Background: an optimization exercise with open tools, aiming at small area, a short achievable clock period and few clock cycles per item. Do not read the settings as production practice.
Where RTL was checked, it was by simulation tests only, not by an equivalence proof against the original.
No functional check of the RTL was part of runs 2 to 5.

## flow/design.v (module list and top-level ports; edited modules follow where they fit)
// module aes_ks_front: 53 lines
// module aes_ks_back: 49 lines
// module aes_sbox_benc: 13 lines
// module aes128_block_cipher: 7350 lines
module aes128_block_cipher (
    input  logic          aclk,
    input  logic          aresetn,
    input  logic          cfg_wr_en,
    input  logic [1:0]    cfg_index,
    input  logic [63:0]   cfg_data,
    input  logic          s_valid,
    output logic          s_ready,
    input  logic [63:0]   s_block_upper,
    input  logic [63:0]   s_block_lower,
    output logic          m_valid,
    input  logic          m_ready,
    output logic [63:0]   m_result_upper,
    output logic [63:0]   m_result_lower
);
  // ...
==> flow/run.sh <==
#!/bin/bash
# synth_recipe.tcl (not shown) runs the flow's synth.tcl, then flattens the netlist and writes it again
# the make line also repeats each setting of config.mk as NAME=value (left out here)
make -C /OpenROAD-flow-scripts/flow DESIGN_CONFIG=/design/flow/config.mk WORK_HOME=/design/flow/orfs CLKGATE_MAP_FILE= SYNTH_SCRIPT=/design/flow/synth_recipe.tcl finish
==> flow/config.mk <==
export PLATFORM = sky130hd
export DESIGN_NAME = aes128_block_cipher
export DESIGN_NICKNAME = aes128_block_cipher
export VERILOG_FILES = /design/flow/design.v
export SDC_FILE = /design/flow/constraint.sdc
export NUM_CORES = 8
export LEC_CHECK = 0
export ABC_AREA = 1
export CAP_MARGIN = 20
export CORE_MARGIN = 2
export CORE_UTILIZATION = 45
export PLACE_DENSITY = 0.6
export SETUP_SLACK_MARGIN = 5.0
export SLEW_MARGIN = 20
==> flow/constraint.sdc <==
create_clock -name core_clock -period 8.0 [get_ports {aclk}]
set_input_delay 1.6000 -clock core_clock [delete_from_list [all_inputs] [get_ports {aclk}]]
set_output_delay 1.6000 -clock core_clock [all_outputs]
set_load 0.01 [all_outputs]
==> out/metrics.cfg, run 1 <==
[status]
outcome=no timing/DRC/antenna violations

[finish]
multi_input_area_um2=95200
final_cell_mix=nand2_1 (4133), xor2_1 (2647), xnor2_1 (2479)
nFlopsAndLatches=2612
inverters=1345
nets=19400

[sta]
finClkSkew_ps=61.5
holdWs_ps=327
fin_ws_ps=4780
tightest_slew_ps=1240
tns_ps=0
max_slew_margin=0.167

[synth]
ys_seq_area_frac=0.440
synth-edff-count=2279
synth-adder-area-share=0.00542
synth_warnings=1
synth_top_area_frac=0.401
syn-instance-count=18400
ys_ff_latch=2612
synthSimpleGateAreaFrac=0.144
ys_types=60
netlist_area_um2=171000
synth_top_family_by_area=XOR/XNOR gates

[clocking]
cts.sinks=2612
htree_levels=5
cts_buffers=306

[setup_path]
r2r-start=c_src[1]
cp-startpoint=oa[85]
critPathLaunchType=flop
crit_fanout=1
required_ps=6400
cp.arrival_ps=1620

[die]
ios=329
die_area_um2=384000

[global_route]
grt_util_all_layers=0.331

[placed_design]
postPlaceCellArea_um2=180000

[hold_path]
whs_endpoint=dirs[1]

[job]
cap_violations=0

Testbench counts, summed over its fixed seeds: cycles 8,912, blocks 1,536.
==> module aes_ks_front, before the edit <==
module aes_ks_front (
    input  logic [7:0]  x,
    output logic [21:0] q
);
    wire T1, T2, T3, T4, T6, T8, T9, T10, T13, T14, T15, T16, T17, T19, T20, T22, T23, T24, T25, T26, T27;
    assign T1 = x[7] ^ x[4];
    assign T2 = x[7] ^ x[2];
    assign T3 = x[7] ^ x[1];
    assign T4 = x[4] ^ x[2];
    assign T6 = x[7] ^ x[4] ^ x[3] ^ x[1];
    assign T8 = x[7] ^ x[4] ^ x[3] ^ x[1] ^ x[0];
    assign T9 = x[6] ^ x[5] ^ x[0];
    assign T10 = x[7] ^ x[6] ^ x[5] ^ x[4] ^ x[3] ^ x[1];
    assign T13 = x[7] ^ x[4] ^ x[2] ^ x[1];
    assign T14 = x[7] ^ x[6] ^ x[4] ^ x[3] ^ x[2] ^ x[1];
    assign T15 = x[6] ^ x[3] ^ x[2] ^ x[1];
    assign T16 = x[5] ^ x[3] ^ x[2] ^ x[1];
    assign T17 = x[6] ^ x[3] ^ x[2] ^ x[1] ^ x[0];
    assign T19 = x[6] ^ x[5] ^ x[4] ^ x[0];
    assign T20 = x[7] ^ x[6] ^ x[5] ^ x[0];
    assign T22 = x[6] ^ x[5] ^ x[1] ^ x[0];
    assign T23 = x[7] ^ x[6] ^ x[5] ^ x[2] ^ x[1] ^ x[0];
    assign T24 = x[6] ^ x[5] ^ x[4] ^ x[3] ^ x[2] ^ x[1];
    assign T25 = x[7] ^ x[5] ^ x[3] ^ x[2] ^ x[1];
    assign T26 = x[7] ^ x[5] ^ x[3] ^ x[2];
    assign T27 = x[7] ^ x[5] ^ x[4] ^ x[2];
    wire U7 = x[0];
    wire M1, M2, M3, M4, M5, M6, M7, M8, M9, M10, M11, M12, M13, M14, M15, M16, M17, M18, M19, M20, M21, M22, M23;
    assign M1 = T13 & T6;
    assign M2 = T23 & T8;
    assign M3 = T14 ^ M1;
    assign M4 = T19 & U7;
    assign M5 = M4 ^ M1;
    assign M6 = T3 & T16;
    assign M7 = T22 & T9;
    assign M8 = T26 ^ M6;
    assign M9 = T20 & T17;
    assign M10 = M9 ^ M6;
    assign M11 = T1 & T15;
    assign M12 = T4 & T27;
    assign M13 = M12 ^ M11;
    assign M14 = T2 & T10;
    assign M15 = M14 ^ M11;
    assign M16 = M3 ^ M2;
    assign M17 = M5 ^ T24;
    assign M18 = M8 ^ M7;
    assign M19 = M10 ^ M15;
    assign M20 = M16 ^ M13;
    assign M21 = M17 ^ M15;
    assign M22 = M18 ^ M13;
    assign M23 = M19 ^ T25;
    assign q = {M20, M21, M22, M23, T6, T8, U7, T16, T9, T17, T15, T27, T10, T13, T23, T19, T3, T22, T20, T1, T4, T2};
endmodule
==> module aes_ks_back, before the edit <==
module aes_ks_back (
    input  logic [21:0] q,
    output logic [17:0] m
);
    wire M20, M21, M22, M23, T6, T8, U7, T16, T9, T17, T15, T27, T10, T13, T23, T19, T3, T22, T20, T1, T4, T2;
    assign {M20, M21, M22, M23, T6, T8, U7, T16, T9, T17, T15, T27, T10, T13, T23, T19, T3, T22, T20, T1, T4, T2} = q;
    wire M24, M25, M26, M27, M28, M29, M30, M31, M32, M33, M34, M35, M36, M37, M38, M39, M40, M41, M42, M43, M44, M45, M46, M47, M48, M49, M50, M51, M52, M53, M54, M55, M56, M57, M58, M59, M60, M61, M62, M63;
    assign M24 = M22 ^ M23;
    assign M25 = M22 & M20;
    assign M26 = M21 ^ M25;
    assign M27 = M20 ^ M21;
    assign M28 = M23 ^ M25;
    assign M29 = M28 & M27;
    assign M30 = M26 & M24;
    assign M31 = M20 & M23;
    assign M32 = M27 & M31;
    assign M33 = M27 ^ M25;
    assign M34 = M21 & M22;
    assign M35 = M24 & M34;
    assign M36 = M24 ^ M25;
    assign M37 = M21 ^ M29;
    assign M38 = M32 ^ M33;
    assign M39 = M23 ^ M30;
    assign M40 = M35 ^ M36;
    assign M41 = M38 ^ M40;
    assign M42 = M37 ^ M39;
    assign M43 = M37 ^ M38;
    assign M44 = M39 ^ M40;
    assign M45 = M42 ^ M41;
    assign M46 = M44 & T6;
    assign M47 = M40 & T8;
    assign M48 = M39 & U7;
    assign M49 = M43 & T16;
    assign M50 = M38 & T9;
    assign M51 = M37 & T17;
    assign M52 = M42 & T15;
    assign M53 = M45 & T27;
    assign M54 = M41 & T10;
    assign M55 = M44 & T13;
    assign M56 = M40 & T23;
    assign M57 = M39 & T19;
    assign M58 = M43 & T3;
    assign M59 = M38 & T22;
    assign M60 = M37 & T20;
    assign M61 = M42 & T1;
    assign M62 = M45 & T4;
    assign M63 = M41 & T2;
    assign m = {M63, M62, M61, M60, M59, M58, M57, M56, M55, M54, M53, M52, M51, M50, M49, M48, M47, M46};
endmodule
==> run 2: changes to the inputs <==
--- a/flow/design.v
+++ b/flow/design.v
@@ -30,3 +30,3 @@
     wire U7 = x[0];
-    wire M1, M2, M3, M4, M5, M6, M7, M8, M9, M10, M11, M12, M13, M14, M15, M16, M17, M18, M19, M20, M21, M22, M23;
+    wire M1, M2, M3, M4, M5, M6, M7, M8, M9, M10, M11, M12, M13, M14, M15, M16, M17, M18, M19, M20, M21, M22, M23, M24, M25, M26, M27, M28, M29, M30, M31, M32, M33, M34, M35, M36, M37, M38, M39, M40;
     assign M1 = T13 & T6;
@@ -54,11 +54,2 @@
     assign M23 = M19 ^ T25;
-    assign q = {M20, M21, M22, M23, T6, T8, U7, T16, T9, T17, T15, T27, T10, T13, T23, T19, T3, T22, T20, T1, T4, T2};
-endmodule
-module aes_ks_back (
-    input  logic [21:0] q,
-    output logic [17:0] m
-);
-    wire M20, M21, M22, M23, T6, T8, U7, T16, T9, T17, T15, T27, T10, T13, T23, T19, T3, T22, T20, T1, T4, T2;
-    assign {M20, M21, M22, M23, T6, T8, U7, T16, T9, T17, T15, T27, T10, T13, T23, T19, T3, T22, T20, T1, T4, T2} = q;
-    wire M24, M25, M26, M27, M28, M29, M30, M31, M32, M33, M34, M35, M36, M37, M38, M39, M40, M41, M42, M43, M44, M45, M46, M47, M48, M49, M50, M51, M52, M53, M54, M55, M56, M57, M58, M59, M60, M61, M62, M63;
     assign M24 = M22 ^ M23;
@@ -80,2 +71,11 @@
     assign M40 = M35 ^ M36;
+    assign q = {M37, M38, M39, M40, T6, T8, U7, T16, T9, T17, T15, T27, T10, T13, T23, T19, T3, T22, T20, T1, T4, T2};
+endmodule
+module aes_ks_back (
+    input  logic [21:0] q,
+    output logic [17:0] m
+);
+    wire M37, M38, M39, M40, T6, T8, U7, T16, T9, T17, T15, T27, T10, T13, T23, T19, T3, T22, T20, T1, T4, T2;
+    assign {M37, M38, M39, M40, T6, T8, U7, T16, T9, T17, T15, T27, T10, T13, T23, T19, T3, T22, T20, T1, T4, T2} = q;
+    wire M41, M42, M43, M44, M45, M46, M47, M48, M49, M50, M51, M52, M53, M54, M55, M56, M57, M58, M59, M60, M61, M62, M63;
     assign M41 = M38 ^ M40;
@@ -170,3 +170,3 @@
     wire key_wr   = cfg_wr_en & ~cfg_index[1];
-    wire kready   = (kcnt == 7'd0) | (kcnt == (kexp ? 7'd30 : 7'd40));
+    wire kready   = (kcnt == 7'd0) | (kcnt == (kexp ? 7'd20 : 7'd40));
     wire done     = sv[7] & lst[7];
@@ -320,12 +320,12 @@
     aes_ks_back  u_kb0 (.q(kq[87:66]), .m(kp_n[71:54]));
-    aes_sbox_benc u_ko0 (.m(kp[71:54]), .y(kt_n[31:24]));
+    aes_sbox_benc u_ko0 (.m(kp_n[71:54]), .y(kt_n[31:24]));
     aes_ks_front u_kf1 (.x(ks_rot[23:16]), .q(kq_n[65:44]));
     aes_ks_back  u_kb1 (.q(kq[65:44]), .m(kp_n[53:36]));
-    aes_sbox_benc u_ko1 (.m(kp[53:36]), .y(kt_n[23:16]));
+    aes_sbox_benc u_ko1 (.m(kp_n[53:36]), .y(kt_n[23:16]));
     aes_ks_front u_kf2 (.x(ks_rot[15:8]), .q(kq_n[43:22]));
     aes_ks_back  u_kb2 (.q(kq[43:22]), .m(kp_n[35:18]));
-    aes_sbox_benc u_ko2 (.m(kp[35:18]), .y(kt_n[15:8]));
+    aes_sbox_benc u_ko2 (.m(kp_n[35:18]), .y(kt_n[15:8]));
     aes_ks_front u_kf3 (.x(ks_rot[7:0]), .q(kq_n[21:0]));
     aes_ks_back  u_kb3 (.q(kq[21:0]), .m(kp_n[17:0]));
-    aes_sbox_benc u_ko3 (.m(kp[17:0]), .y(kt_n[7:0]));
+    aes_sbox_benc u_ko3 (.m(kp_n[17:0]), .y(kt_n[7:0]));
     wire [31:0] kx  = kt_n ^ {c_rcon, 24'h0};
@@ -7322,18 +7322,18 @@
         if (kexp_n) begin
-            first_n = (kcnt_n <= 7'd2) | (kcnt_n >= 7'd30);
-            if (kcnt_n >= 7'd6 && kcnt_n <= 7'd8) src_n = 2'b10;
-            if (kcnt_n >= 7'd12 && kcnt_n <= 7'd14) src_n = 2'b10;
-            if (kcnt_n >= 7'd18 && kcnt_n <= 7'd20) src_n = 2'b10;
-            if (kcnt_n >= 7'd24 && kcnt_n <= 7'd26) src_n = 2'b10;
+            first_n = (kcnt_n <= 7'd1) | (kcnt_n >= 7'd20);
+            if (kcnt_n >= 7'd4 && kcnt_n <= 7'd5) src_n = 2'b10;
+            if (kcnt_n >= 7'd8 && kcnt_n <= 7'd9) src_n = 2'b10;
+            if (kcnt_n >= 7'd12 && kcnt_n <= 7'd13) src_n = 2'b10;
+            if (kcnt_n >= 7'd16 && kcnt_n <= 7'd17) src_n = 2'b10;
             case (kcnt_n)
-                7'd2: begin step_n[0] = 1'b1; rcon_n = 8'h01; end
-                7'd5: begin step_n[1] = 1'b1; rcon_n = 8'h02; end
-                7'd8: begin step_n[0] = 1'b1; rcon_n = 8'h04; end
-                7'd11: begin step_n[1] = 1'b1; rcon_n = 8'h08; end
-                7'd14: begin step_n[0] = 1'b1; rcon_n = 8'h10; end
-                7'd17: begin step_n[1] = 1'b1; rcon_n = 8'h20; end
-                7'd20: begin step_n[0] = 1'b1; rcon_n = 8'h40; end
-                7'd23: begin step_n[1] = 1'b1; rcon_n = 8'h80; end
-                7'd26: begin step_n[0] = 1'b1; rcon_n = 8'h1b; end
-                7'd29: begin step_n[1] = 1'b1; rcon_n = 8'h36; klast_n = ~k10_ok_n; end
+                7'd1: begin step_n[0] = 1'b1; rcon_n = 8'h01; end
+                7'd3: begin step_n[1] = 1'b1; rcon_n = 8'h02; end
+                7'd5: begin step_n[0] = 1'b1; rcon_n = 8'h04; end
+                7'd7: begin step_n[1] = 1'b1; rcon_n = 8'h08; end
+                7'd9: begin step_n[0] = 1'b1; rcon_n = 8'h10; end
+                7'd11: begin step_n[1] = 1'b1; rcon_n = 8'h20; end
+                7'd13: begin step_n[0] = 1'b1; rcon_n = 8'h40; end
+                7'd15: begin step_n[1] = 1'b1; rcon_n = 8'h80; end
+                7'd17: begin step_n[0] = 1'b1; rcon_n = 8'h1b; end
+                7'd19: begin step_n[1] = 1'b1; rcon_n = 8'h36; klast_n = ~k10_ok_n; end
                 default: ;
@@ -7385,3 +7385,3 @@
     end
-    wire       kready_n = (kcnt_n == 7'd0) | (kcnt_n == (kexp_n ? 7'd30 : 7'd40));
+    wire       kready_n = (kcnt_n == 7'd0) | (kcnt_n == (kexp_n ? 7'd20 : 7'd40));
     wire       done_n   = sv_n[7] & lst_n[7];
@@ -7436,3 +7436,2 @@
         kq     <= kq_n;
-        kp     <= kp_n;
         lst    <= lst_n;
--- a/flow/config.mk
+++ b/flow/config.mk
@@ -8,7 +8,7 @@
 export ABC_AREA = 1
-export CAP_MARGIN = 20
+export CAP_MARGIN = 30
 export CORE_MARGIN = 2
-export CORE_UTILIZATION = 45
-export PLACE_DENSITY = 0.6
+export CORE_UTILIZATION = 55
+export PLACE_DENSITY = 0.7
 export SETUP_SLACK_MARGIN = 5.0
-export SLEW_MARGIN = 20
+export SLEW_MARGIN = 30
==> run 2 against run 1 <==
Still clean on timing, DRC and antenna. Cell count fell by 7.3%. Non-clock buffer count is 133 higher. Worst setup slack worse by 140 ps. Fmax down 4.3%. Routed wire length decreased by 2.4%. Die area is 20% lower. Via count down 0.73%. Utilization increased by 13 points. Largest cell class unchanged. Highest routed layer unchanged.
==> out/metrics.cfg, run 2 <==
[setup_path]
cp_num_buf_inv=1
crit_fanout=1  ; unchanged
slowest_stage=edfxtp_1
crit_chain=buf_2
required_ps=6400  ; about the same
crit_type=flop to output pin
crit_path_end_kind=output pin
slowest_delay_ps=610
critPathLaunchType=flop
cp.arrival_ps=1770  ; +150 ps
path_delay_family=flip-flops

[synth]
synthArstFlopShare=0
ys_types=65  ; +8.3%
ys_ff_latch=2540  ; -2.8%
synth_most_common_cell=nand2_1
syn-instance-count=17600  ; -4.5%
synth-edff-count=2279  ; unchanged
synth_top_area_frac=0.412  ; +0.0110
synth_nets=17800
synth_top_area_cell=edfxtp_1
synth_warnings=1  ; unchanged
yosys-top-cells-area=edfxtp_1 (41%), xor2_1 (16%), xnor2_1 (15%)
synth_area_per_cell_um2=9.46
synthTopCellsByCount=nand2_1 (3742), xor2_1 (2983), xnor2_1 (2826), edfxtp_1 (2279), o21ai_0 (1249)
ys.flop_type=edfxtp_1
ys_seq_area_frac=0.443  ; +0.00337
netlist_area_um2=166000  ; -2.7%

[global_route]
grt_max_degree=164
grt_first_pass_wirelength_um=872000
grt_pass1_vias=117000
grt_antenna_before_repair=51
grt_util_all_layers=0.403  ; +0.0726
overflow=0

[clocking]
clockBufferDepth=4
clock_latency_ps=980
clk_pin_slew_worst_paths_ps=60
cts_buffers=289  ; -5.6%
cts_tree=built
cts-root-buf=clkbuf_16
cts.sinks=2540  ; -2.8%
htree_levels=5  ; unchanged
hold_buffers=0

[sta]
fmax_mhz=297
period_needed_ps=3370
finClkSkew_ps=70.7  ; +9.28 ps
final_max_slew_viol_count=0
holdWs_ps=327  ; -0.575 ps
min_period_over_period=0.421
max_slew_margin=0.216  ; +0.0489
grt_setup_unrepaired=true
final-hold-violation-count=0
tightest_slew_ps=1160  ; -77.3 ps
setup_viol=0

[routing]
wl_per_cell_um=28.6
wirelength_um=649000
drt_iter0_drc=18100
drc=0
vias_per_cell=5.78
dr.pass1.iters=9
vias=131000
ant_nets=0

[die]
rows=201
die_x_um=554
die_h_um=554
start_util=0.554
ios=329  ; unchanged
core-area_um2=300000
die_area_um2=307000  ; -20%

[placed_design]
place.gp.congestion=1.08
postPlaceCellArea_um2=174000  ; -3.3%
dpl.cell_count=21500
io_buffers=328
dp_hpwl_um=484000

[hold_path]
hold_class=flop to flop

[finish]
fin_util=0.667
area_growth_pct=20.5
nets=18700  ; -3.7%
final_cell_mix=nand2_1 (3437), xor2_1 (2672), xnor2_1 (2535)
postLayoutCellArea_um2=200000
largestRegisters=u0s1 (352), u1s1 (352)
finalNonFillerCells=22700
drive_above_1_share=0.163
final_common_cell=nand2_1

[job]
cap_violations=0  ; unchanged

[status]
outcome=no timing/DRC/antenna violations

[run 2: changes by cell type in the layout (fill, tap and decap cells not counted), sizes merged, moves of 44 or more]
cell    delta
nand2    -472
o21bai    -44
nor2      -82
inv      -271
o22ai     +48
a21oi     +75
clkbuf    -48
dfxtp     -72
o21ai     +93
xnor2     +52
xor2      +61
nand3    -138
buf      +137
[run 2: final timing paths]
path	start	to	slack (ps)	depth (start not counted)
worst min register to register	dirs[0]	dirs[1]	330	0
worst max register to register	dirs[2]	u0s3[39]	4710	6
worst min-delay path	dirs[0]	dirs[1]	330	0
worst max-delay path	oa[77]	m_result_upper[13]	4630	1
[run 2: cells by family (layout without fill, tap and decap cells)]
family,Yosys count,count (layout),synth area share
xor gates and xnor gates,5870,5870,0.312
and+or+nand+nor,5313,5315,0.130
DFF,2540,2540,0.443
AOI/OAI and AO/OA,2195,2195,0.0707
buffers and inverters,1563,2680,0.0372
adders and majority gates,74,74,0.00557
muxes,21,21,0.00127
other,0,22,0
[run 2: per-layer routing]
metal	global-route usage	wire, um	up-vias
li1	-	-	58800
met1	0.519	237000	62800
met2	0.564	262000	7816
met3	0.144	92900	1729
met4	0.277	57300	26
met5	0.00656	459	-
[run 2: worst register-to-register path, cell delays in order, from the launching register on]
cell     delay [ps]
dfxtp_4         660
inv_4           290
buf_6           340
o21ai_0         670
xor2_1          200
nand2_1         110
xnor2_1         710
[run 2: repair_timing]
| action | CTS | global route |
|---|---|---|
| cloned | 34 | 20 |
| buffers inserted | 198 | 375 |
| gates resized for setup | 1464 | 1148 |
| setup endpoints to repair | 3324 | 1373 |
| pin swaps | 111 | 376 |
[run 2: metrics by stage]
| stage | setup WS, ps | TNS (ps) |
|---|---|---|
| 3_5_place_dp | 3010 | 0 |
| 5_1_grt | 4650 | 0 |
| 3_3_place_gp | 2990 | 0 |
| 4_1_cts | 4670 | 0 |
| 2_1_floorplan | -7110 | -910650 |
| 6_report | 4630 | 0 |
[run 2: final cells by class]
cell class,instances,area (um^2)
Fill cell,23300,100000
Multi-Input combinational cell,13500,96600
Sequential cell,2540,73700
Timing Repair Buffer,1085,10900
Clock buffer,360,7790
Tap cell,3958,4950
Inverter,1056,4210
Clock inverter,167,1940
Timing Repair inverter,12,133
Antenna cell,22,55.1
==> run 3: changes to the inputs <==
--- a/flow/config.mk
+++ b/flow/config.mk
@@ -10,4 +10,4 @@
 export CORE_MARGIN = 2
-export CORE_UTILIZATION = 55
-export PLACE_DENSITY = 0.7
+export CORE_UTILIZATION = 45
+export PLACE_DENSITY = 0.6
 export SETUP_SLACK_MARGIN = 5.0
==> run 3 against run 2 <==
Still clean. Cell count up 4.2%. Fmax up 2.2%. Synthesized area unchanged. Synthesized cell count unchanged. Utilization shrank 11 points. Highest routed layer unchanged.
==> out/metrics.cfg, run 3 <==
[status]
outcome=no timing/DRC/antenna violations

[synth]
ys.flop_type=edfxtp_1
synth_area_per_cell_um2=9.46  ; unchanged
synth_most_common_cell=nand2_1
synth_top_area_cell=edfxtp_1
synth-edff-count=2279  ; unchanged
synth_warnings=1  ; unchanged
ys_seq_area_frac=0.443  ; unchanged
synth-xor-area-share=0.312  ; unchanged
synth_top_family_by_area=XOR/XNOR gates
synthSimpleGateAreaFrac=0.130  ; unchanged
synth-adder-area-share=0.00557  ; unchanged
ys_ff_latch=2540  ; unchanged
synthArstFlopShare=0  ; unchanged
ys_types=65  ; unchanged
syn-instance-count=17600  ; unchanged
synthTopCellsByCount=nand2_1 (3742), xor2_1 (2983), xnor2_1 (2826), edfxtp_1 (2279), o21ai_0 (1249)
synth.area.mux_share=0.00127  ; unchanged
yosys-top-cells-area=edfxtp_1 (41%), xor2_1 (16%), xnor2_1 (15%)
synth_top_area_frac=0.412  ; unchanged
netlist_area_um2=166000  ; unchanged
synth_compound_area_frac=0.0707  ; unchanged
synth_nets=17800  ; unchanged

[die]
die_area_um2=374000  ; +22%
ios=329  ; unchanged
start_util=0.451  ; -0.102
rows=223  ; +11%
core-area_um2=368000  ; +23%
die_h_um=612  ; +10%
die_x_um=612  ; +10%

[setup_path]
crit_path_end_kind=output pin
path_delay_family=flip-flops
critPathLaunchType=flop
cp_num_buf_inv=1  ; unchanged
required_ps=6400  ; about the same
r2r_slack_ps=4770  ; +60 ps
slowest_stage=edfxtp_1
cp.arrival_ps=1700  ; -70 ps
crit_chain=buf_2
crit_type=flop to output pin
crit_fanout=1  ; unchanged
slowest_delay_ps=550  ; -60 ps

[sta]
final-hold-violation-count=0  ; unchanged
grt_setup_unrepaired=true
tightest_slew_ps=1170  ; +4.95 ps
min_period_over_period=0.412  ; -0.00924
holdWs_ps=329  ; +2.45 ps
fmax_mhz=303  ; +2.2%
setup_viol=0  ; unchanged
finClkSkew_ps=59.5  ; -11.2 ps
final_max_slew_viol_count=0  ; unchanged
fin_ws_ps=4700  ; +73.9 ps
period_needed_ps=3300  ; -73.9 ps
max_slew_margin=0.213  ; -0.00333

[routing]
vias_per_cell=5.53  ; -4.4%
wirelength_um=669000  ; +3.0%
dr.pass1.iters=8  ; -1
ant_nets=0  ; unchanged
drc=0  ; unchanged
vias=131000  ; -0.41%
wl_per_cell_um=28.3  ; -1.2%
drt_iter0_drc=16400  ; -9.8%

[finish]
fin_util=0.552  ; -0.115
final_common_cell=nand2_1
area_growth_pct=22.3
finalNonFillerCells=23600  ; +4.2%
final_cell_mix=nand2_1 (3383), xor2_1 (2668), xnor2_1 (2535)
drive_above_1_share=0.174  ; +0.0116
largestRegisters=u0s1 (352), u1s1 (352)
nets=18800  ; +0.40%
fillCellCount=32100  ; +38%

[placed_design]
dp_hpwl_um=505000  ; +4.2%
place_ws_ps=2950  ; -67.8 ps
place.gp.congestion=1.05  ; -2.2%
io_buffers=328  ; unchanged
dpl.cell_count=22400  ; +4.2%

[clocking]
clockBufferDepth=4  ; unchanged
clk_pin_slew_worst_paths_ps=60  ; about the same
hold_buffers=0  ; unchanged
cts.sinks=2540  ; unchanged
clock_latency_ps=980  ; about the same
cts-root-buf=clkbuf_16
cts_buffers=298  ; +3.1%
cts_tree=built
htree_levels=5  ; unchanged

[hold_path]
hold_class=flop to flop

[global_route]
overflow=0  ; unchanged
grt_util_all_layers=0.340  ; -0.0636
grt_first_pass_wirelength_um=894000  ; +2.5%
grt_antenna_before_repair=47  ; -7.8%
grt_max_degree=180  ; +9.8%
grt_pass1_vias=117000  ; -0.064%

[job]
cap_violations=0  ; unchanged

run 3: cell type report:
cell class / instances / area, um^2 / share of cell area
clock buffer: 352 / 7860 / 0.0386
tap: 4837 / 6050 / 0.0298
timing repair inverter: 11 / 109 / 0.000535
antenna: 12 / 30.0 / 0.000148
timing repair buffer: 1152 / 11500 / 0.0564
clock inverter: 198 / 2380 / 0.0117
inverter: 1056 / 4230 / 0.0208
multi-input combinational: 13500 / 97500 / 0.480
sequential: 2540 / 73700 / 0.362
run 3: layer usage:
metal	vias to the layer above	global-route usage	routed length (um)
met1	63400	0.457	264000
met4	20	0.216	52500
met5	-	0	109
li1	59000	-	-
met3	1333	0.0834	75200
met2	6838	0.488	277000
run 3: kinds of logic after synthesis:
| logic type | after synthesis |
|---|---|
| compound gates | 2195 |
| xor+xnor | 5870 |
| mux | 21 |
| fa+ha+maj | 74 |
| buf+inv | 1563 |
| flops | 2540 |
| simple gates | 5313 |
run 3: timing repair:
item,CTS,global route
gates resized for setup,1592,1298
gates cloned,34,25
pin swaps,153,499
setup buffers,174,438
setup endpoints to repair,3367,1755
run 3: worst paths after layout:
check / to / startpoint / cells past startpoint
setup / recovery: m_result_upper[13] / oa[77] / 1
hold / removal: dirs[5] / dirs[4] / 0
setup reg to reg: kq[85] / c_src[1] / 24
hold reg to reg: dirs[5] / dirs[4] / 0
run 3: through the flow:
| step | instance area (um^2) | setup TNS (ps) |
|---|---|---|
| after floorplan | 166000 | -910650 |
| after global placement | 175000 | 0 |
| after detailed placement | 175000 | 0 |
| after CTS | 193000 | 0 |
| after global routing | 203000 | 0 |
| final | 203000 | 0 |
==> run 4: changes to the inputs <==
==> flow/flow/run.sh (new file) <==
#!/bin/bash
# Layout flow: the standard flow, with one change in synthesis: the
# combinational mapping (ABC) uses an area-oriented script (flow/abc.script)
# instead of ORFS's abc_area.script. Everything else, including the register
# mapping and the names, is the standard synthesis (synth_recipe.tcl).
set -euo pipefail
W=$PWD
{
cat <<'EOF'
# Use flow/abc.script for the combinational mapping; all other steps unchanged.
proc abc {args} {
  set i [lsearch -exact $args -script]
  if {$i >= 0} { set args [lreplace $args $i [expr {$i + 1}] -script $::env(FLOW_ABC_SCRIPT)] }
  yosys abc {*}$args
}
EOF
cat synth_recipe.tcl
} > custom_synth.tcl
export FLOW_ABC_SCRIPT=$W/flow/abc.script
bash standard.sh SYNTH_SCRIPT=$W/custom_synth.tcl synth > synth.log 2>&1
bash standard.sh > layout.log 2>&1
==> flow/flow/abc.script (new file) <==
strash
dch
map -a
topo
stime -c
buffer -c
upsize -c
dnsize -c
==> flow/standard.sh (new file) <==
#!/bin/bash
# synth_recipe.tcl (not shown) runs the flow's synth.tcl, then flattens the netlist and writes it again
# the make line also repeats each setting of config.mk as NAME=value (left out here)
make -C /OpenROAD-flow-scripts/flow DESIGN_CONFIG=/design/flow/config.mk WORK_HOME=/design/flow/orfs CLKGATE_MAP_FILE= SYNTH_SCRIPT=/design/flow/synth_recipe.tcl "${@:-finish}"
--- a/flow/config.mk
+++ b/flow/config.mk
@@ -7,3 +7,2 @@
 export LEC_CHECK = 0
-export ABC_AREA = 1
 export CAP_MARGIN = 30
removed: flow/run.sh
==> run 4 against run 3 <==
Clock-buffer cell count increased by 11. Fmax is 14% lower. Non-clock buffer count down 32. Flip-flop and latch count is the same. Synthesized cell count shrank 3.5%.
==> out/metrics.cfg, run 4 <==
[clocking]
htree_levels=5  ; unchanged
clk_pin_slew_worst_paths_ps=60  ; about the same
clockBufferDepth=4  ; unchanged
cts-root-buf=clkbuf_16
clock_latency_ps=990  ; about the same
cts.sinks=2540  ; unchanged
cts_buffers=298  ; unchanged
cts_tree=built
hold_buffers=0  ; unchanged

[setup_path]
critPathLaunchType=flop
cp-startpoint=kdec
r2r-start=kdec
required_ps=8850  ; +2450 ps
cp.arrival_ps=4690  ; +2990 ps
crit_fanout=8  ; +7
crit_path_frequent_cell=xor2_2
path_delay_family=XOR/XNOR gates
cp_num_buf_inv=5  ; +4
slowest_stage=dfxtp_4
slowest_delay_ps=350  ; -200 ps
crit_chain=buf_12 -> buf_6 -> buf_12 -> buf_16 -> mux2i_4 -> a22o_1 -> xnor2_2 -> nor2_1 -> nor2_4 -> xor2_4 -> xor2_2 -> inv_1 -> ha_1 -> xor2_2 -> xnor2_2 -> xor2_2 -> a21oi_1 -> or2_1
crit_path_end_kind=flop
crit_type=flop to flop

[routing]
drt_iter0_drc=16900  ; +3.4%
ant_nets=0  ; unchanged
m1WireLength_um=257000  ; -2.5%
wl_met3_um=81200  ; +8.0%
dr.pass1.iters=6  ; -2
drc=0  ; unchanged
dr.max_layer_used=met5
vias_per_cell=5.51  ; -0.27%
route.met2.wl_um=272000  ; -1.7%
wirelength_um=659000  ; -1.5%
vias=126000  ; -3.1%
wl_per_cell_um=28.7  ; +1.4%

[global_route]
grt_pass1_vias=114000  ; -2.8%
overflow=0  ; unchanged
grt_antenna_before_repair=71  ; +51%
grt_util_all_layers=0.344  ; +0.00470
grt_max_degree=161  ; -11%
grt_first_pass_wirelength_um=886000  ; -0.92%

[sta]
max_slew_margin=0.185  ; -0.0274
final-hold-violation-count=0  ; unchanged
grt_setup_unrepaired=true
final_max_slew_viol_count=0  ; unchanged
period_needed_ps=3850  ; +550 ps
holdWs_ps=339  ; +9.53 ps
tightest_slew_ps=1210  ; +40.6 ps
fmax_mhz=260  ; -14%
setup_viol=0  ; unchanged
min_period_over_period=0.481  ; +0.0687
finClkSkew_ps=73.6  ; +14.1 ps

[synth]
synth_most_common_cell=xor2_1
synthTopCellsByCount=xor2_1 (3296), nand2_1 (2870), xnor2_1 (2414), edfxtp_1 (2279), o21ai_0 (1417)
netlist_area_um2=163000  ; -1.6%
ys_types=66  ; +1.5%
ys_ff_latch=2540  ; unchanged
ys_seq_area_frac=0.451  ; +0.00741
synth_top_area_frac=0.419  ; +0.00689
synth_nets=17200  ; -3.5%
synth-edff-count=2279  ; unchanged
synth_top_area_cell=edfxtp_1
synthArstFlopShare=0  ; unchanged
ys.flop_type=edfxtp_1
syn-instance-count=17000  ; -3.5%
yosys-top-cells-area=edfxtp_1 (42%), xor2_1 (18%), xnor2_1 (13%)
synth_area_per_cell_um2=9.64  ; +1.9%
synth_warnings=1  ; unchanged

[die]
die_h_um=607  ; -0.82%
rows=221  ; -0.90%
die_x_um=607  ; -0.82%
core-area_um2=362000  ; -1.7%
die_area_um2=368000  ; -1.6%
ios=329  ; unchanged
start_util=0.452  ; about the same

[finish]
nets=18200  ; -3.3%
final_common_cell=xor2_1
final_cell_mix=xor2_1 (2963), nand2_1 (2750), edfxtp_1 (2279)
drive_above_1_share=0.162  ; -0.0121
postLayoutCellArea_um2=198000  ; -2.7%
area_growth_pct=21.1
finalNonFillerCells=23000  ; -2.9%
fin_util=0.547  ; -0.00536
largestRegisters=u0s1 (352), u1s1 (352)

[job]
cap_violations=0  ; unchanged

[hold_path]
hold_class=flop to flop
worstHoldStart=dirs[4]

[placed_design]
dp_hpwl_um=500000  ; -0.91%
dpl.cell_count=21800  ; -2.5%
place.gp.congestion=1.07  ; +1.5%
postPlaceCellArea_um2=173000  ; -0.96%
io_buffers=328  ; unchanged

[status]
outcome=no timing/DRC/antenna violations

## run 4: per-layer routing
layer / track usage / up-vias
li1: - / 57300
met1: 0.461 / 61100
met2: 0.498 / 6656
met3: 0.0971 / 1319
met4: 0.195 / 54
met5: 0 / -
## run 4: cells by family after synthesis
| kind of cell | Yosys count | synth area share |
|---|---|---|
| AND/OR/NAND/NOR | 4326 | 0.105 |
| XOR/XNOR | 5746 | 0.310 |
| multiplexers | 90 | 0.00556 |
| buffers and inverters | 1532 | 0.0360 |
| flip-flops | 2540 | 0.451 |
| AO/OA/AOI/OAI | 2649 | 0.0872 |
| adder cells (fa/ha/maj) | 74 | 0.00566 |
## run 4: worst paths after layout
kind | slack, ps | depth (start not counted) | to
max | 4150 | 18 | kq[87]
max reg2reg | 4150 | 18 | kq[87]
min | 340 | 0 | dirs[5]
min reg2reg | 340 | 0 | dirs[5]
## run 4: cell type report
class	instances	area (um^2)
clock buffer	363	7930
sequential	2540	73800
tap	4794	6000
timing repair buffer	1120	10800
inverter	1052	4180
multi-input combinational	12900	93100
fill	31700	164000
timing repair inverter	6	55.1
antenna	12	30.0
clock inverter	182	2020
## run 4: what timing repair did
action,in CTS,in global routing
gates resized for setup,1415,968
pin swaps,115,268
setup buffers,200,308
endpoints found under the setup margin,2789,1336
gates cloned,31,11
## run 4: through the flow
step                setup TNS [ps]  setup WS, ps
floorplan                  -908650         -7100
global placement                 0          1990
detailed placement               0          2080
CTS                              0          4260
global route                     0          3950
finish                           0          4150
==> run 5: changes to the inputs <==
==> flow/flow/run.sh (replaced) <==
#!/bin/bash
# Layout flow: the standard flow (standard.sh, unchanged synthesis), with
# one addition after global placement (flow/place_out.tcl): each register that
# drives an output port is moved next to its port before the flow legalizes
# and optimizes the placement. Each tool's output goes to a log file here.
set -euo pipefail
W=$PWD
bash standard.sh POST_GLOBAL_PLACE_TCL=$W/flow/place_out.tcl finish > layout.log 2>&1
==> flow/flow/place_out.tcl (new file) <==
# After global placement: put each flip-flop that drives an output port (through
# the port buffer) next to that port, together with the buffer, so the
# register-to-output paths are short. Detailed placement legalizes them later.
set block [ord::get_db_block]
set core [$block getCoreArea]
set cx0 [$core xMin]; set cy0 [$core yMin]; set cx1 [$core xMax]; set cy1 [$core yMax]
set inset 4000
set moved 0
foreach bt [$block getBTerms] {
  if {[$bt getIoType] != "OUTPUT"} continue
  set net [$bt getNet]
  if {$net == "NULL"} continue
  set bpins [$bt getBPins]
  if {[llength $bpins] == 0} continue
  set bb [[lindex $bpins 0] getBBox]
  set px [expr {([$bb xMin] + [$bb xMax]) / 2}]
  set py [expr {([$bb yMin] + [$bb yMax]) / 2}]
  # target point just inside the core, facing the pin
  set tx [expr {min(max($px, $cx0 + $inset), $cx1 - $inset)}]
  set ty [expr {min(max($py, $cy0 + $inset), $cy1 - $inset)}]
  # the port buffer drives the port; the flop drives the buffer
  foreach it [$net getITerms] {
    if {![$it isOutputSignal]} continue
    set buf [$it getInst]
    set bufin ""
    foreach bi [$buf getITerms] { if {[$bi isInputSignal]} { set bufin $bi } }
    if {$bufin == ""} continue
    set n2 [$bufin getNet]
    if {$n2 == "NULL"} continue
    set drv ""
    foreach it2 [$n2 getITerms] { if {[$it2 isOutputSignal]} { set drv [$it2 getInst] } }
    if {$drv == ""} continue
    if {![[$drv getMaster] isSequential]} continue
    if {[llength [$n2 getITerms]] != 2} continue
    $buf setLocation $tx $ty
    $drv setLocation $tx $ty
    incr moved
  }
}
puts "place_out: moved $moved output registers next to their ports"
--- a/flow/config.mk
+++ b/flow/config.mk
@@ -7,2 +7,3 @@
 export LEC_CHECK = 0
+export ABC_AREA = 1
 export CAP_MARGIN = 30
removed: flow/flow/abc.script
==> run 5 against run 4 <==
First-iteration DRC count decreased by 5.2%. Cell count increased by 2.9%. Register-to-register slack improved by 690 ps. Clock-buffer cell count decreased by 11. Design area increased by 2.2%. Highest routed layer unchanged. Critical endpoint is now kq[86].
==> out/metrics.cfg, run 5 <==
[status]
outcome=no timing/DRC/antenna violations

[finish]
postLayoutCellArea_um2=202000  ; +2.2%
area_growth_pct=21.7
nets=18800  ; +3.4%
register_area_um2=73700  ; about the same
largestRegisters=u0s1 (352), u1s1 (352)
multi_input_area_um2=96800  ; +3.9%
drive_above_1_share=0.167  ; +0.00454
final_common_cell=nand2_1
fillCellCount=32300  ; +1.6%
final_cell_mix=nand2_1 (3458), xor2_1 (2664), xnor2_1 (2540)
fin_util=0.549  ; +0.00234

[setup_path]
r2r_end=kq[86]
r2r_slack_ps=4850  ; +690 ps
crit_fanout=6  ; -2
crit_path_end=kq[86]
r2r-start=c_src[1]
cp-startpoint=c_src[1]
critPathLaunchType=flop
crit_type=flop to flop
cp.arrival_ps=4020  ; -670 ps
crit_path_end_kind=flop
worst-r2r-cell-count=24  ; +6
required_ps=8870  ; +20 ps

[synth]
ys_seq_area_frac=0.443  ; -0.00741
synth_top_area_cell=edfxtp_1
ys_ff_latch=2540  ; unchanged
ys.flop_type=edfxtp_1
synth_most_common_cell=nand2_1
synthArstFlopShare=0  ; unchanged
synth-edff-count=2279  ; unchanged
synthTopCellsByCount=nand2_1 (3742), xor2_1 (2983), xnor2_1 (2826), edfxtp_1 (2279), o21ai_0 (1249)
ys_types=65  ; -1.5%
syn-instance-count=17600  ; +3.7%
synth_top_area_frac=0.412  ; -0.00689
synth_warnings=1  ; unchanged
synth_nets=17800  ; +3.6%
synth_area_per_cell_um2=9.46  ; -1.9%
yosys-top-cells-area=edfxtp_1 (41%), xor2_1 (16%), xnor2_1 (15%)
netlist_area_um2=166000  ; +1.7%

[clocking]
clock_latency_ps=980  ; about the same
cts_buffers=295  ; -1.0%
clk_pin_slew_worst_paths_ps=60  ; about the same
cts_tree=built
clockBufferDepth=4  ; unchanged
cts.sinks=2540  ; unchanged
htree_levels=5  ; unchanged
cts-root-buf=clkbuf_16

[routing]
dr.pass1.iters=6  ; unchanged
vias_per_cell=5.49  ; -0.43%
ant_nets=0  ; unchanged
vias=130000  ; +2.5%
drt_iter0_drc=16000  ; -5.2%
wl_per_cell_um=28.2  ; -1.7%
wirelength_um=667000  ; +1.2%
drc=0  ; unchanged

[sta]
grt_setup_unrepaired=true
tightest_slew_ps=1170  ; -38.4 ps
min_period_over_period=0.394  ; -0.0866
finClkSkew_ps=61.5  ; -12.1 ps
period_needed_ps=3150  ; -693 ps
max_slew_margin=0.211  ; +0.0259
fmax_mhz=317  ; +22%
tns_ps=0  ; unchanged
final_max_slew_viol_count=0  ; unchanged
final-hold-violation-count=0  ; unchanged
setup_viol=0  ; unchanged

[global_route]
grt_max_degree=180  ; +12%
overflow=0  ; unchanged
grt_util_all_layers=0.341  ; -0.00361
grt_first_pass_wirelength_um=895000  ; +1.1%
grt_antenna_before_repair=54  ; -24%
grt_pass1_vias=117000  ; +2.8%

[job]
cap_violations=0  ; unchanged

[die]
die_area_um2=374000  ; +1.7%
die_x_um=612  ; +0.83%
start_util=0.451  ; about the same
die_h_um=612  ; +0.83%
core-area_um2=368000  ; +1.8%
ios=329  ; unchanged
rows=223  ; +0.90%

[placed_design]
io_buffers=328  ; unchanged
postPlaceCellArea_um2=175000  ; +0.97%
dp_hpwl_um=504000  ; +0.88%

[hold_path]
hold_class=flop to flop

## run 5: cell types whose count changed in the layout (fill, tap and decap cells not counted), sizes merged, moves of 32 or more
| cell | change |
|---|---|
| or2 | -82 |
| xnor2 | +437 |
| a21oi | -307 |
| buf | +38 |
| o21ai | -148 |
| mux2i | -69 |
| and2 | +35 |
| nand3 | +294 |
| xor2 | -313 |
| nand2 | +932 |
| a32oi | -32 |
| o211ai | +35 |
| nor2 | -221 |
## run 5: kinds of logic after synthesis
kind of cell / after synthesis / share of synthesized area
and+or+nand+nor: 5313 / 0.130
adders and majority gates: 74 / 0.00557
xor gates and xnor gates: 5870 / 0.312
AOI/OAI and AO/OA: 2195 / 0.0707
buffers and inverters: 1563 / 0.0372
DFF: 2540 / 0.443
muxes: 21 / 0.00127
## run 5: per-stage QoR
| stage | hold slack [ps] | cells | setup slack, ps |
|---|---|---|---|
| 2_1_floorplan | 310 | 17600 | -7110 |
| 3_3_place_gp | 316 | 22400 | 3000 |
| 3_5_place_dp | 315 | 22400 | 2960 |
| 4_1_cts | 333 | 23200 | 4670 |
| 5_1_grt | 336 | 23600 | 4760 |
| 6_report | 334 | 23600 | 4850 |
## run 5: per-layer routing
| metal | track usage | vias up | share of wire |
|---|---|---|---|
| li1 | - | 58900 | - |
| met1 | 0.458 | 62500 | 0.39 |
| met2 | 0.487 | 6800 | 0.41 |
| met3 | 0.0852 | 1361 | 0.11 |
| met4 | 0.221 | 20 | 0.081 |
| met5 | 0 | - | 0.00020 |
## run 5: layout make-up
cell class                 count  share of cell area
clock inverter               184              0.0109
antenna                       20            0.000247
clock buffer                 352              0.0388
timing repair buffer        1149              0.0559
multi-input combinational  13500               0.479
tap                         4837              0.0299
inverter                    1056              0.0207
sequential                  2540               0.364
timing repair inverter         9            0.000414
## run 5: what timing repair did
item	CTS	global route
hold buffers	0	0
gates cloned	40	10
setup buffers	227	389
pin swaps	147	420
resized for setup	1518	1078
endpoints found under the hold margin	0	0
setup endpoints to repair	3408	1484
## run 5: how the worst min path moves through the flow
stage,startpoint,end,slack [ps],cells after the start
after floorplan,dirs[0],dirs[1],310,0
after global placement,dirs[4],dirs[5],320,0
after detailed placement,dirs[4],dirs[5],310,0
after CTS,dirs[4],dirs[5],330,0
after global routing,dirs[4],dirs[5],340,0
final,dirs[4],dirs[5],330,0
## run 5: critical path: stages, from the launching register on
cell and delay [ps]:
dfxtp_4 510, clkinv_8 120, buf_16 180, buf_8 140
buf_16 130, nand2_4 60, nand3_4 90, o21ai_4 90
buf_12 160, xor2_4 270, nand2_2 110, nand2_4 120
buf_6 110, nand2_2 40, nand2_1 60, nand2_1 60
nand2_2 110, nand2_1 70, nand2_1 80, nand2_2 60
nand2_4 110, inv_4 50, buf_6 110, nand4_1 70
nand2_1 60

what the ideal ports hide:
Ports are ideal in the flow. The routed layouts listed here were re-timed in OpenROAD.
Step 1: set_driving_cell puts a clkbuf_16 on aclk and a buf_2 on each other input, an assumption about the parent block.
Step 2 times the ports against the registers' clock, not the clock port: input delays grow and output delays shrink by t, the midpoint of the rising clock arrivals with the driver on.
Three values: ideal, step 1, step 2; two values: the first two.
run	t, ns	setup WS [ns]	hold WS [ns]	worst data-port slew with drivers (ns)
run 1	1.069	4.775 / 4.661 / 3.989	0.327 / 0.327 / 0.327	0.13
run 2	1.052	4.630 / 4.521 / 4.040	0.327 / 0.327 / 0.327	0.14
run 3	1.069	4.704 / 4.586 / 3.954	0.329 / 0.329 / 0.329	0.17
run 4	1.071	4.154 / 4.154 / 3.878	0.339 / 0.339 / 0.339	0.13
run 5	1.059	4.847 / 4.752 / 3.933	0.334 / 0.334 / 0.334	0.16
After both steps setup and hold are still met in every run listed. The setup slack of run 5, which loses most, moves by -0.095 ns with the drivers and by -0.914 ns with both steps.
